What follows belongs to an exercise in optimizing a design on an open flow for small area, a short achievable clock period and few clock cycles per item; a production flow would make more cautious choices.
Function not checked in this run: the RTL went through the layout flow alone.
Power and IR drop assume default switching activity.

===== design/flow/design.v =====
package hbcz_pkg;
  localparam int IMAGE_WIDTH = 320;
  localparam int COL_W       = 10;
  localparam int ROW_W       = 9;
  localparam int IDX_W       = 9;
  localparam int CNT_W       = 10;
  localparam int HSL_W       = 8;
  localparam int BAND_W      = 9;
  localparam int CFG_IDX_W   = 3;
  localparam int CFG_DATA_W  = 9;
  localparam logic [HSL_W-1:0]  RST_HUE_LOW  = 8'd220;
  localparam logic [HSL_W-1:0]  RST_HUE_HIGH = 8'd255;
  localparam logic [HSL_W-1:0]  RST_SAT_LOW  = 8'd75;
  localparam logic [HSL_W-1:0]  RST_LUM_LOW  = 8'd85;
  localparam logic [BAND_W-1:0] RST_TOP      = 9'd160;
  localparam logic [BAND_W-1:0] RST_BOT      = 9'd80;
endpackage
module hbcz_ram #(
  parameter int WIDTH = 10,
  parameter int DEPTH = 320
) (
  input  logic             clk_i,
  input  logic [WIDTH-1:0] wdata_i,
  output logic [WIDTH-1:0] rdata_o
);
  logic [DEPTH*WIDTH-1:0] ring_q;
  always_ff @(posedge clk_i) begin
    ring_q <= {wdata_i, ring_q[DEPTH*WIDTH-1:WIDTH]};
  end
  assign rdata_o = ring_q[WIDTH-1:0];
endmodule
import hbcz_pkg::*;
module hsl_band_column_zone_detector_top (
  input  logic                  clk_i,
  input  logic                  rst_ni,
  input  logic                  s_axis_tvalid,
  output logic                  s_axis_tready,
  input  logic [47:0]           s_axis_tdata,   
  input  logic                  s_axis_tlast,   
  output logic                  m_axis_tvalid,
  input  logic                  m_axis_tready,
  output logic [7:0]            m_axis_tdata,   
  output logic                  m_axis_tuser,   
  input  logic                  cfg_we_i,
  input  logic [CFG_IDX_W-1:0]  cfg_addr_i,
  input  logic [CFG_DATA_W-1:0] cfg_wdata_i
);
  logic [HSL_W-1:0]  hue_low_q, hue_high_q, sat_low_q, lum_low_q;
  logic [BAND_W-1:0] top_left_q, top_right_q, bot_left_q, bot_right_q;
  always_ff @(posedge clk_i or negedge rst_ni) begin
    if (!rst_ni) begin
      hue_low_q   <= RST_HUE_LOW;
      hue_high_q  <= RST_HUE_HIGH;
      sat_low_q   <= RST_SAT_LOW;
      lum_low_q   <= RST_LUM_LOW;
      top_left_q  <= RST_TOP;
      top_right_q <= RST_TOP;
      bot_left_q  <= RST_BOT;
      bot_right_q <= RST_BOT;
    end else if (cfg_we_i) begin
      case (cfg_addr_i)
        3'd0: hue_low_q   <= cfg_wdata_i[HSL_W-1:0];
        3'd1: hue_high_q  <= cfg_wdata_i[HSL_W-1:0];
        3'd2: sat_low_q   <= cfg_wdata_i[HSL_W-1:0];
        3'd3: lum_low_q   <= cfg_wdata_i[HSL_W-1:0];
        3'd4: top_left_q  <= cfg_wdata_i[BAND_W-1:0];
        3'd5: top_right_q <= cfg_wdata_i[BAND_W-1:0];
        3'd6: bot_left_q  <= cfg_wdata_i[BAND_W-1:0];
        3'd7: bot_right_q <= cfg_wdata_i[BAND_W-1:0];
        default: ;
      endcase
    end
  end
  logic [BAND_W-1:0] d_top_q, d_bot_q;
  logic [BAND_W+1:0] d3_top_q, d3_bot_q;
  logic [BAND_W+2:0] d5_top_q, d5_bot_q, d7_top_q, d7_bot_q;
  always_ff @(posedge clk_i) begin
    d_top_q  <= (top_left_q >= top_right_q) ? top_left_q - top_right_q
                                            : top_right_q - top_left_q;
    d_bot_q  <= (bot_left_q >= bot_right_q) ? bot_left_q - bot_right_q
                                            : bot_right_q - bot_left_q;
    d3_top_q <= 11'(d_top_q) + {d_top_q, 1'b0};
    d3_bot_q <= 11'(d_bot_q) + {d_bot_q, 1'b0};
    d5_top_q <= 12'(d_top_q) + {d_top_q, 2'b0};
    d5_bot_q <= 12'(d_bot_q) + {d_bot_q, 2'b0};
    d7_top_q <= {d_top_q, 3'b0} - 12'(d_top_q);
    d7_bot_q <= {d_bot_q, 3'b0} - 12'(d_bot_q);
  end
  function automatic logic [11:0] dig_mul(input logic [2:0] dig, input logic [8:0] d,
                                          input logic [10:0] d3, input logic [11:0] d5,
                                          input logic [11:0] d7);
    case (dig)
      3'd0:    dig_mul = '0;
      3'd1:    dig_mul = 12'(d);
      3'd2:    dig_mul = {2'b0, d, 1'b0};
      3'd3:    dig_mul = 12'(d3);
      3'd4:    dig_mul = {1'b0, d, 2'b0};
      3'd5:    dig_mul = d5;
      3'd6:    dig_mul = {d3, 1'b0};
      default: dig_mul = d7;
    endcase
  endfunction
  logic [COL_W-1:0] in_col;
  logic [ROW_W-1:0] in_row;
  logic [HSL_W-1:0] in_hue, in_sat, in_lum;
  logic             in_match, in_inr;
  assign in_col   = s_axis_tdata[9:0];
  assign in_row   = s_axis_tdata[18:10];
  assign in_hue   = s_axis_tdata[26:19];
  assign in_sat   = s_axis_tdata[34:27];
  assign in_lum   = s_axis_tdata[42:35];
  assign in_match = (in_hue >= hue_low_q) && (in_hue <= hue_high_q) &&
                    (in_sat >= sat_low_q) && (in_lum >= lum_low_q);
  assign in_inr   = (in_col < COL_W'(IMAGE_WIDTH));
  logic             ready_q;
  logic             in_fire;
  logic             out_pop;
  logic [1:0]       owed_q, owed_d;
  logic             q0_vld_q, q1_vld_q;
  logic [IDX_W-1:0] q0_col_q, q1_col_q;
  logic [ROW_W-1:0] q0_row_q, q1_row_q;
  logic             q0_match_q, q1_match_q, q0_inr_q, q1_inr_q, q0_fend_q, q1_fend_q;
  logic [IDX_W-1:0] due_q, due_d;
  logic             aligned_q;
  logic             q_go;
  logic [1:0]       q_cnt, q_cnt_d;
  assign in_fire       = s_axis_tvalid && ready_q;
  assign s_axis_tready = ready_q;
  assign q_go = q0_vld_q && (!q0_inr_q || !aligned_q || (q0_col_q == due_q));
  always_comb begin
    due_d = (due_q == IDX_W'(IMAGE_WIDTH - 1)) ? '0 : due_q + IDX_W'(1);
    if (!aligned_q && q0_vld_q && q0_inr_q) begin
      due_d = (q0_col_q == IDX_W'(IMAGE_WIDTH - 1)) ? '0 : q0_col_q + IDX_W'(1);
    end
  end
  always_comb begin
    owed_d = owed_q;
    if (in_fire && s_axis_tlast && !out_pop) owed_d = owed_q + 2'd1;
    if (!(in_fire && s_axis_tlast) && out_pop) owed_d = owed_q - 2'd1;
  end
  assign q_cnt   = {q1_vld_q, q0_vld_q && !q1_vld_q};
  assign q_cnt_d = q_cnt + 2'(in_fire) - 2'(q_go);
  always_ff @(posedge clk_i) begin
    due_q <= due_d;
  end
  always_ff @(posedge clk_i or negedge rst_ni) begin
    if (!rst_ni) begin
      owed_q    <= 2'd0;
      ready_q   <= 1'b0;
      aligned_q <= 1'b0;
      q0_vld_q  <= 1'b0;
      q1_vld_q  <= 1'b0;
    end else begin
      owed_q  <= owed_d;
      ready_q <= !owed_d[1] && !q_cnt_d[1] && !cfg_we_i;
      if (q0_vld_q && q0_inr_q) aligned_q <= 1'b1;
      if (q_go || !q0_vld_q) begin
        q0_vld_q <= q1_vld_q || in_fire;
        q1_vld_q <= q1_vld_q && in_fire;
      end else if (in_fire) begin
        q1_vld_q <= 1'b1;
      end
    end
  end
  always_ff @(posedge clk_i) begin
    if (q_go || !q0_vld_q) begin
      if (q1_vld_q) begin
        q0_col_q   <= q1_col_q;
        q0_row_q   <= q1_row_q;
        q0_match_q <= q1_match_q;
        q0_inr_q   <= q1_inr_q;
        q0_fend_q  <= q1_fend_q;
      end else begin
        q0_col_q   <= in_col[IDX_W-1:0];
        q0_row_q   <= in_row;
        q0_match_q <= in_match;
        q0_inr_q   <= in_inr;
        q0_fend_q  <= s_axis_tlast;
      end
    end
    if (!q1_vld_q || q_go) begin
      q1_col_q   <= in_col[IDX_W-1:0];
      q1_row_q   <= in_row;
      q1_match_q <= in_match;
      q1_inr_q   <= in_inr;
      q1_fend_q  <= s_axis_tlast;
    end
  end
  logic             s1_vld_q;
  logic [IDX_W-1:0] s1_col_q;
  logic             s1_rz_q, s1_match_q, s1_inr_q, s1_fend_q;
  logic [11:0]      s1_yt_q, s1_yb_q;
  logic [13:0]      s1_et_q, s1_eb_q;
  logic [17:0]      s1_xt, s1_xb;
  assign s1_xt = 18'(dig_mul(q0_col_q[2:0], d_top_q, d3_top_q, d5_top_q, d7_top_q)) +
                 {3'b0, dig_mul(q0_col_q[5:3], d_top_q, d3_top_q, d5_top_q, d7_top_q), 3'b0} +
                 {dig_mul(q0_col_q[8:6], d_top_q, d3_top_q, d5_top_q, d7_top_q), 6'b0};
  assign s1_xb = 18'(dig_mul(q0_col_q[2:0], d_bot_q, d3_bot_q, d5_bot_q, d7_bot_q)) +
                 {3'b0, dig_mul(q0_col_q[5:3], d_bot_q, d3_bot_q, d5_bot_q, d7_bot_q), 3'b0} +
                 {dig_mul(q0_col_q[8:6], d_bot_q, d3_bot_q, d5_bot_q, d7_bot_q), 6'b0};
  always_ff @(posedge clk_i) begin
    s1_col_q   <= q0_col_q;
    s1_rz_q    <= (q0_row_q == '0);
    s1_match_q <= q0_match_q;
    s1_inr_q   <= q0_inr_q;
    s1_fend_q  <= q0_fend_q;
    s1_yt_q    <= s1_xt[17:6];
    s1_yb_q    <= s1_xb[17:6];
    s1_et_q    <= 14'(5) * (14'(q0_row_q) - 14'(top_left_q));
    s1_eb_q    <= 14'(5) * (14'(q0_row_q) - 14'(bot_left_q) + 14'(1));
  end
  logic               a_vld_q;
  logic               a_wen_q, a_first_q, a_last_q, a_match_q, a_fend_q;
  logic [12:0]        a_g_q;
  logic [4:0]         a_seg_q;
  logic signed [13:0] s1_f, s1_g;
  assign s1_f = $signed(14'(s1_yt_q) + s1_et_q);
  assign s1_g = $signed(14'(s1_yb_q) + s1_eb_q);
  always_ff @(posedge clk_i) begin
    a_wen_q    <= s1_vld_q && s1_inr_q && (s1_f < 0) && (s1_g >= 14'sd5);
    a_first_q  <= (s1_g >= 14'sd5) && (s1_rz_q || (s1_g < 14'sd10));
    a_last_q   <= (s1_f >= -14'sd5);
    a_g_q      <= s1_g[12:0];
    a_match_q  <= s1_match_q;
    a_fend_q   <= s1_fend_q;
    a_seg_q[0] <= (s1_col_q <= 9'd150);
    a_seg_q[1] <= (s1_col_q >= 9'd151) && (s1_col_q <= 9'd200);
    a_seg_q[2] <= (s1_col_q >= 9'd201) && (s1_col_q <= 9'd300);
    a_seg_q[3] <= (s1_col_q >= 9'd301) && (s1_col_q <= 9'd310);
    a_seg_q[4] <= (s1_col_q >= 9'd311);
  end
  logic [CNT_W-1:0] ring_head, ring_tail, a_cnt;
  logic             a_flag;
  hbcz_ram #(
    .WIDTH (CNT_W),
    .DEPTH (IMAGE_WIDTH)
  ) u_count_ram (
    .clk_i   (clk_i),
    .wdata_i (ring_tail),
    .rdata_o (ring_head)
  );
  assign a_cnt     = a_first_q ? CNT_W'(a_match_q) : ring_head + CNT_W'(a_match_q);
  assign ring_tail = a_wen_q ? a_cnt : ring_head;
  assign a_flag    = a_wen_q && a_last_q && (14'(a_cnt) * 14'd10 > 14'(a_g_q));
  logic [4:0] d_hit_q;
  logic       d_vld_q, d_fend_q;
  always_ff @(posedge clk_i) begin
    d_fend_q <= a_fend_q;
    for (int s = 0; s < 5; s++) d_hit_q[s] <= a_flag && a_seg_q[s];
  end
  always_ff @(posedge clk_i or negedge rst_ni) begin
    if (!rst_ni) begin
      s1_vld_q <= 1'b0;
      a_vld_q  <= 1'b0;
      d_vld_q  <= 1'b0;
    end else begin
      s1_vld_q <= q_go;
      a_vld_q  <= s1_vld_q;
      d_vld_q  <= a_vld_q;
    end
  end
  logic [6:0] hits0_q;
  logic [4:0] hits1_q;
  logic [5:0] hits2_q;
  logic [2:0] hits3_q, hits4_q;
  logic [4:0] full, near, found;
  logic       frame_done;
  assign full[0] = (hits0_q == 7'd76);
  assign full[1] = (hits1_q == 5'd25);
  assign full[2] = (hits2_q == 6'd50);
  assign full[3] = (hits3_q == 3'd5);
  assign full[4] = (hits4_q == 3'd5);
  assign near[0] = (hits0_q == 7'd75);
  assign near[1] = (hits1_q == 5'd24);
  assign near[2] = (hits2_q == 6'd49);
  assign near[3] = (hits3_q == 3'd4);
  assign near[4] = (hits4_q == 3'd4);
  assign found   = full | (near & d_hit_q);
  assign frame_done = d_vld_q && d_fend_q;
  always_ff @(posedge clk_i or negedge rst_ni) begin
    if (!rst_ni) begin
      hits0_q <= '0;
      hits1_q <= '0;
      hits2_q <= '0;
      hits3_q <= '0;
      hits4_q <= '0;
    end else if (frame_done) begin
      hits0_q <= '0;
      hits1_q <= '0;
      hits2_q <= '0;
      hits3_q <= '0;
      hits4_q <= '0;
    end else begin
      if (d_vld_q && d_hit_q[0] && !full[0]) hits0_q <= hits0_q + 7'd1;
      if (d_vld_q && d_hit_q[1] && !full[1]) hits1_q <= hits1_q + 5'd1;
      if (d_vld_q && d_hit_q[2] && !full[2]) hits2_q <= hits2_q + 6'd1;
      if (d_vld_q && d_hit_q[3] && !full[3]) hits3_q <= hits3_q + 3'd1;
      if (d_vld_q && d_hit_q[4] && !full[4]) hits4_q <= hits4_q + 3'd1;
    end
  end
  logic       res_found;
  logic [2:0] res_zone;
  always_comb begin
    res_found = |found;
    res_zone  = found[0] ? 3'd0 :
                found[1] ? 3'd1 :
                found[2] ? 3'd2 :
                found[3] ? 3'd3 :
                found[4] ? 3'd4 : 3'd0;
  end
  logic       hd_vld_q, hd_found_q;
  logic [2:0] hd_zone_q;
  logic       tl_vld_q, tl_found_q;
  logic [2:0] tl_zone_q;
  assign out_pop = hd_vld_q && m_axis_tready;
  always_ff @(posedge clk_i or negedge rst_ni) begin
    if (!rst_ni) begin
      hd_vld_q <= 1'b0;
      tl_vld_q <= 1'b0;
    end else begin
      if (!hd_vld_q || out_pop) begin
        hd_vld_q <= tl_vld_q || frame_done;
        tl_vld_q <= tl_vld_q && frame_done;
      end else if (frame_done) begin
        tl_vld_q <= 1'b1;
      end
    end
  end
  always_ff @(posedge clk_i) begin
    if (!hd_vld_q || out_pop) begin
      if (tl_vld_q) begin
        hd_found_q <= tl_found_q;
        hd_zone_q  <= tl_zone_q;
      end else if (frame_done) begin
        hd_found_q <= res_found;
        hd_zone_q  <= res_zone;
      end
    end
    if (frame_done) begin
      tl_found_q <= res_found;
      tl_zone_q  <= res_zone;
    end
  end
  assign m_axis_tvalid = hd_vld_q;
  assign m_axis_tdata  = {5'd0, hd_zone_q};
  assign m_axis_tuser  = hd_found_q;
endmodule

===== design/flow/run.sh =====
#!/bin/bash
# synth_recipe.tcl (not shown) runs the flow's synth.tcl, then flattens the netlist and writes it again
# the make line also repeats each setting of config.mk as NAME=value (left out here)
make -C /OpenROAD-flow-scripts/flow DESIGN_CONFIG=/design/flow/config.mk WORK_HOME=/design/flow/orfs CLKGATE_MAP_FILE= SYNTH_SCRIPT=/design/flow/synth_recipe.tcl finish

===== design/flow/config.mk =====
export PLATFORM = sky130hd
export DESIGN_NAME = hsl_band_column_zone_detector_top
export DESIGN_NICKNAME = hsl_band_column_zone_detector_top
export VERILOG_FILES = /design/flow/design.v
export SDC_FILE = /design/flow/constraint.sdc
export NUM_CORES = 4
export LEC_CHECK = 0
export CAP_MARGIN = 20
export CORE_MARGIN = 2
export CORE_UTILIZATION = 55
export SETUP_SLACK_MARGIN = 4.3
export SLEW_MARGIN = 20

===== design/flow/constraint.sdc =====
create_clock -name core_clock -period 7.5 [get_ports {clk_i}]
set_input_delay 1.5000 -clock core_clock [delete_from_list [all_inputs] [get_ports {clk_i}]]
set_output_delay 1.5000 -clock core_clock [all_outputs]
set_load 0.01 [all_outputs]

==> flow_summary.yaml <==
run_status:
  outcome: "complete, no violations"
pwr:
  swShare_pct: 25.9
  clkPwrFrac_pct: 36.3
  vdd_drop_max_mv: 0.294
  p_sw_uw: 11800
  p_comb_share_pct: 19.2
  p_int_uw: 33800
  power_density_nw_per_um2: 440
  power_frac_seq_pct: 44.5
  leakagePower_uw: 0.0429
clock_tree:
  cts_max_path_buffers: 4
  cts_sinks: 3538
  clk_pin_slew_worst_paths_ps: 60
  cts_tree: "built"
  cts_root_buf: "clkbuf_16"
  cts_max_level: 5
  numCtsBuffers: 330
  insertion_delay_ps: 910
  hold_buffers: 0
global_routing:
  grt_pass1_wl_mm: 209
  grt_pass1_vias: 39500
  grtUsageMet2_pct: 22.4
  top_usage_layer: "met1"
  antenna_found_initial: 4
  grt_util_met1_pct: 23.8
  grtUsageTotal_pct: 16.0
  grtUsageMet3_pct: 3.48
  grt_overflow_total: 0
  grt_max_degree: 75
synthesis:
  ys_ff_latch: 3538
  synth_top_family_by_area: "compound AO/OA/AOI/OAI gates"
  synthXorXnorAreaFrac_pct: 1.83
  synth_area_leaders: "dfxtp_1 (78%), ha_1 (4.0%), dfrtp_1 (2.1%)"
  synth.largest_area_cell: "dfxtp_1"
  synth_compound_area_share_pct: 4.82
  yosys.cell_count.top_type: "dfxtp_1"
  synth_top_area_share_pct: 77.8
  synth_edf_count: 50
  synthCells: 5688
  async_flop_share_pct: 2.91
  post_synth_fa_ha_maj_area_fraction_pct: 4.66
  syn-cell-area_um2: 87100
  synth-simple-area-share_pct: 3.10
  synth_commonest_cells: "dfxtp_1 (3,385), ha_1 (281), inv_1 (210)"
  synth.avg_cell_area_um2: 15.3
  ys_types: 77
  ys.warnings.count: 2
  ys_seq_area_share_pct: 82.5
  muxShareOfSynthArea_pct: 1.71
  ys.flop_type: "dfxtp_1"
placement:
  place_inst: 7764
  numPortBuffers: 66
  place_area_um2: 90600
  gp_congestion: 0.847
  dpl.hpwl_mm: 72.7
worst_hold_path:
  hold_depth: 0
  worst_hold_path_type: "reg -> reg"
  min-delay-start: "u_count_ram.ring_q[407]"
  hold_end: "u_count_ram.ring_q[397]"
worst_setup_path:
  regToRegSetupSlack_ps: 3210
  rr_worst_depth: 18
  worst_setup_path_start_kind: "register"
  cp_top_family: "simple AND/OR/NAND/NOR gates"
  worstReg2RegEnd: "s1_yb_q[11]"
  cp-end-kind: "register"
  cp_max_fo: 5
  critPathMaxStageDelay_ps: 580
  crit_chain: "buf_6 > ha_4 > buf_12 > or4_4 > buf_12 > buf_8 > mux2i_2 > fa_1 > inv_2 > ha_4 > a21o_1 > a21oi_2 > a21boi_1 > o21ai_1 > o21a_1 > nor2_2 > or4_4 > nand4b_1"
  critical_path_class: "reg -> reg"
  crit_required_ps: 8300
  crit_slowest_cell: "fa_1"
  worstReg2RegStart: "q0_col_q[0]"
  path_buf_inv: 5
  crit_arrival_ps: 5080
die:
  core-area_um2: 158000
  start_util_pct: 55.2
  die_w_um: 402
  die_h_um: 402
  dieArea_um2: 162000
  ios: 77
  rows: 146
sta:
  final.setup.tns_ps: 0
  max_freq_mhz: 233
  rsz0062_at_grt: "yes"
  skew_ps: 86.0
  hold_viol: 0
  slew_viol_final: 0
  min_period_ps: 4290
  setup_viol: 0
  slew_headroom_pct: 38.9
  max_slew.worst_pin.slew_ps: 915
  post-route-period-util_pct: 57.2
finish:
  fill_cells: 11300
  design_area_um2: 104000
  syn2layout_area_growth_pct: 19.1
  final_layout_size_suffix_gt1_share_pct: 16.0
  final_util_pct: 65.7
  finish.net_count: 6500
  num_antenna_cells: 0
  finalNonFillerCells: 8444
detailed_routing:
  first_pass_iters: 8
  drtAntennaViolNets: 0
  wirelength_mm: 128
  vias: 39300
  drt-initial-drc-count: 2096
  viasPerCell: 4.65
  wl_per_cell_um: 15.2
  drc: 0
job:
  maxCapViolCount: 0
==> layout by cell type, fill, tap and decap left out, drive strengths merged, types with 58 or more instances in the layout <==
cell	instances
clkinv	58
o21ai	194
ha	281
dfxtp	3385
xor2	73
clkbuf	468
dfrtp	74
nor2	167
buf	127
nand2	175
clkdlybuf4s50	59
xnor2	109
a21oi	155
mux2	85
inv	228
==> registers in the layout (all words and copies together) (netlist names), 11 cells and up <==
| name | cells |
|---|---|
| a_g_q | 13 |
| d5_top_q | 11 |
| s1_yb_q | 12 |
| s1_eb_q | 14 |
| s1_et_q | 14 |
| d7_top_q | 12 |
| d7_bot_q | 12 |
| u_count_ram.ring_q | 3200 |
| d5_bot_q | 11 |
| s1_yt_q | 12 |
==> worst max path at each step <==
| stage | startpoint | slack, ps | end | cells after the start |
|---|---|---|---|---|
| floorplan | q0_col_q[0] | 3500 | s1_yt_q[11] | 17 |
| global placement | q0_col_q[5] | 2840 | s1_yt_q[11] | 17 |
| detailed placement | q0_col_q[4] | 2860 | s1_yb_q[11] | 15 |
| CTS | q0_col_q[0] | 3240 | s1_yt_q[11] | 18 |
| global route | q0_col_q[0] | 3110 | s1_yb_q[11] | 19 |
| finish | q0_col_q[0] | 3210 | s1_yb_q[11] | 18 |
==> through the flow <==
stage               total power [µW]  worst slack, ps  hold slack (ps)
floorplan                      25900             3500              310
global placement               27700             2840              310
detailed placement             27800             2860              312
CTS                            45300             3240              242
global route                   47900             3110              247
finish                         45600             3210              244
==> layer usage <==
| metal | part of all wire, % | up-vias |
|---|---|---|
| met4 | 3.7 | 2 |
| met3 | 5.0 | 352 |
| met5 | 0.010 | - |
| met2 | 40 | 864 |
| met1 | 51 | 18400 |
| li1 | - | 19600 |
==> cell type report <==
| class | count | area [µm²] | area share, % |
|---|---|---|---|
| Inverter | 213 | 808 | 0.779 |
| Clock inverter | 110 | 1400 | 1.35 |
| Multi-Input combinational cell | 1849 | 15500 | 15.0 |
| Clock buffer | 468 | 9690 | 9.34 |
| Sequential cell | 3538 | 71900 | 69.3 |
| Tap cell | 2072 | 2590 | 2.50 |
| Timing Repair Buffer | 194 | 1800 | 1.74 |
==> repair_timing <==
action                                  in CTS  in global routing
endpoints found under the setup margin      79                 57
resized for setup                          135                108
cloned                                       2                  0
buffers inserted                            60                 39
pin swaps                                   89                 89
hold endpoints to repair                     0                  0
==> power groups by stage <==
stage / Sequential, µW / Clock, µW / Combinational (µW)
floorplan: 20300 / 0 / 5570
global placement: 20700 / 0 / 7040
finish: 20300 / 16600 / 8770
CTS: 20300 / 17000 / 7950
global route: 20300 / 17800 / 9740
detailed placement: 20700 / 0 / 7130
==> kinds of logic after synthesis <==
family,Yosys count
flip-flops,3538
other,1
XOR/XNOR,182
buffers and inverters,305
adder cells (fa/ha/maj),308
AND/OR/NAND/NOR,574
AO/OA/AOI/OAI,659
multiplexers,121
==> worst register-to-register path: cells and delay by family (launching register included) <==
family                     cells  cell delay (ps)
DFF                            1              470
AOI/OAI and AO/OA              5              800
and+or+nand+nor                4             1210
muxes                          1              150
adders and majority gates      3              950
buffers and inverters          5              630

static timing again, ports no longer ideal:
How much do the figures lean on ideal ports? The routed layout below was timed once more, with nothing changed but the port constraints.
Step 1 assumes that a clkbuf_16 drives the clock port and a buf_2 every other input.
Step 2 moves the port delays by t, midway between the first and last clock arrival at a register: inputs arrive t later, outputs are due t later. That takes back most of the time a late clock gives input paths.
Three values: ideal, step 1, step 2; two values: the first two.
shift t [ns]: 0.953
slack for setup (ns): 3.213 / 3.213 / 3.213
worst hold slack (ns): 0.244 / 0.244 / 0.244
pins driven straight from the clock port: 1
After both steps this run still meets setup and hold. The setup slack of this run moves by 0.000 ns with the drivers and by 0.000 ns with both steps.
